Source: an optimization exercise on an open RTL-to-GDS flow (aim: small area and few clock cycles per item). Production flows keep margins and buffers that such runs may drop. Function was checked by simulation only, so behaviour that the tests miss may differ from the original. No activity file was given, so power comes from the tool's default toggle rates.

// box_redact_blend_mosaic_core
module box_redact_blend_mosaic_core (
  input  wire logic                             clk_i,
  input  wire logic                             rst_ni,
  input  wire logic                             cfg_we_i,
  input  wire logic [brbm_pkg::CFG_IDX_W-1:0]   cfg_index_i,
  input  wire logic [brbm_pkg::CFG_DATA_W-1:0]  cfg_data_i,
  input  wire logic                             in_valid_i,
  output logic                                  in_stall_o,
  input  wire logic [brbm_pkg::COORD_W-1:0]     col_i,
  input  wire logic [brbm_pkg::COORD_W-1:0]     row_index_i,
  input  wire logic [brbm_pkg::SAMPLE_W-1:0]    luma_in_i,
  input  wire logic [brbm_pkg::SAMPLE_W-1:0]    cb_in_i,
  input  wire logic [brbm_pkg::SAMPLE_W-1:0]    cr_in_i,
  output logic                                  out_valid_o,
  input  wire logic                             out_stall_i,
  output logic [brbm_pkg::SAMPLE_W-1:0]         luma_out_o,
  output logic [brbm_pkg::SAMPLE_W-1:0]         cb_out_o,
  output logic [brbm_pkg::SAMPLE_W-1:0]         cr_out_o
);
  localparam int COORD_W    = brbm_pkg::COORD_W;
  localparam int SAMPLE_W   = brbm_pkg::SAMPLE_W;
  localparam int EDGE_W     = brbm_pkg::EDGE_W;
  localparam int CFG_DATA_W = brbm_pkg::CFG_DATA_W;
  logic [COORD_W-1:0]    box_left_q, box_top_q;
  logic [EDGE_W-1:0]     box_right_q, box_bottom_q;
  logic                  mode_q;
  logic [CFG_DATA_W-1:0] fill_q;
  always_ff @(posedge clk_i or negedge rst_ni) begin
    if (!rst_ni) begin
      box_left_q   <= '0;
      box_right_q  <= '0;
      box_top_q    <= '0;
      box_bottom_q <= '0;
      mode_q       <= brbm_pkg::MODE_MOSAIC;
      fill_q       <= '0;
    end else if (cfg_we_i) begin
      case (cfg_index_i)
        brbm_pkg::CFG_BOX_LEFT:    box_left_q   <= cfg_data_i[COORD_W-1:0];
        brbm_pkg::CFG_BOX_RIGHT:   box_right_q  <= cfg_data_i[EDGE_W-1:0];
  ...
Size in the first run: ~4,600 cells after synthesis, about 1,700 flip-flops, roughly 110 I/O pins, roughly 54,000 sq um of cells after synthesis.
Settings: LEC_CHECK=0, CAP_MARGIN=0, CORE_MARGIN=2, CORE_UTILIZATION=70, SLEW_MARGIN=0; clock period 6.5 ns.
standard.sh (not shown) runs the stock make flow with config.mk's settings and CLKGATE_MAP_FILE= SYNTH_SCRIPT=/design/flow/synth_recipe.tcl, a recipe that flattens the netlist after the stock synthesis.
==> flow/flow/run.sh <==
#!/bin/bash
# Layout: the standard flow (standard.sh) with three changes:
#  - synthesis is synth_recipe.tcl unchanged, but ABC maps the logic with an
#    area-oriented script (flow/area.abc); registers are mapped before ABC
#    and are the standard synthesis's;
#  - ports are buffered with the smallest buffer;
#  - the clock tree is built from clkbuf_4/clkbuf_8 without dummy loads,
#    with sink clusters of up to 16 flip-flops.
# Each make run's output goes to its own log file here; ORFS's per-step logs
# are under orfs/logs.
set -euo pipefail
W=$PWD
export MY_ABC_SCRIPT=$W/flow/area.abc
cat "$W/flow/abc_override.tcl" "$W/synth_recipe.tcl" > "$W/my_synth.tcl"
bash "$W/standard.sh" "SYNTH_SCRIPT=$W/my_synth.tcl" \
  "BUFFER_PORTS_ARGS=-inputs -outputs -buffer_cell sky130_fd_sc_hd__buf_1" \
  "CTS_ARGS=-sink_clustering_enable -repair_clock_nets -dont_use_dummy_load -sink_clustering_size 16 -sink_clustering_max_diameter 50 -buf_list {sky130_fd_sc_hd__clkbuf_4 sky130_fd_sc_hd__clkbuf_8}" \
  finish > "$W/make_finish.log" 2>&1
==> flow/flow/abc_override.tcl <==
# Technology mapping with an area-oriented ABC script (MY_ABC_SCRIPT) in place
# of the one the synthesis script names; the rest of the synthesis is the standard flow's.
proc abc {args} {
  set i [lsearch -exact $args -script]
  if {$i >= 0 && [info exists ::env(MY_ABC_SCRIPT)]} {
    lset args [expr {$i + 1}] $::env(MY_ABC_SCRIPT)
  }
  yosys abc {*}$args
}
==> flow/flow/area.abc <==
strash; dch; map -a; topo; dnsize
The baseline went through all stages and came out clean.
Testbench counts at the start, summed over its fixed seeds: cycles 66,870, items 65,536.
Next try:
- GPL_TIMING_DRIVEN: default -> 0
- SETUP_SLACK_MARGIN: default -> 0.3
Result:
- global-route usage goes up by 0.79 points
- die area stays the same
- setup slack got worse by 0.40 ns
- wire length goes up by 7.3%
- clock-buffer cell count goes up by 2
- via count goes up by 2.5%
- clock power goes up by about 1%
- cell area barely changes
- synthesized area stays the same

## afterwards: timing with drivers on the ports
The results above use ideal ports. As a check the final layouts listed here were re-extracted and re-timed, cells and wires unchanged.
Step 1: set_driving_cell puts a clkbuf_16 on clk_i and a buf_2 on each other input, an assumption about the parent block.
Step 2 times the ports against the registers' clock, not the clock port: input delays grow and output delays shrink by t, the midpoint of the rising clock arrivals with the driver on.
Slacks: no drivers / after step 1 / after step 2; pairs: no drivers / after step 1.
run	shift t [ns]	setup slack, ns	worst data-port slew with drivers (ns)
the first run	0.838	0.826 / 0.826 / 0.189	0.14
the second run	0.859	0.427 / 0.472 / -0.387	0.16
With both steps, setup timing fails in the second run, where it was met with ideal ports. The setup slack of the second run, which loses most, moves by +0.045 ns with the drivers and by -0.814 ns with both steps.
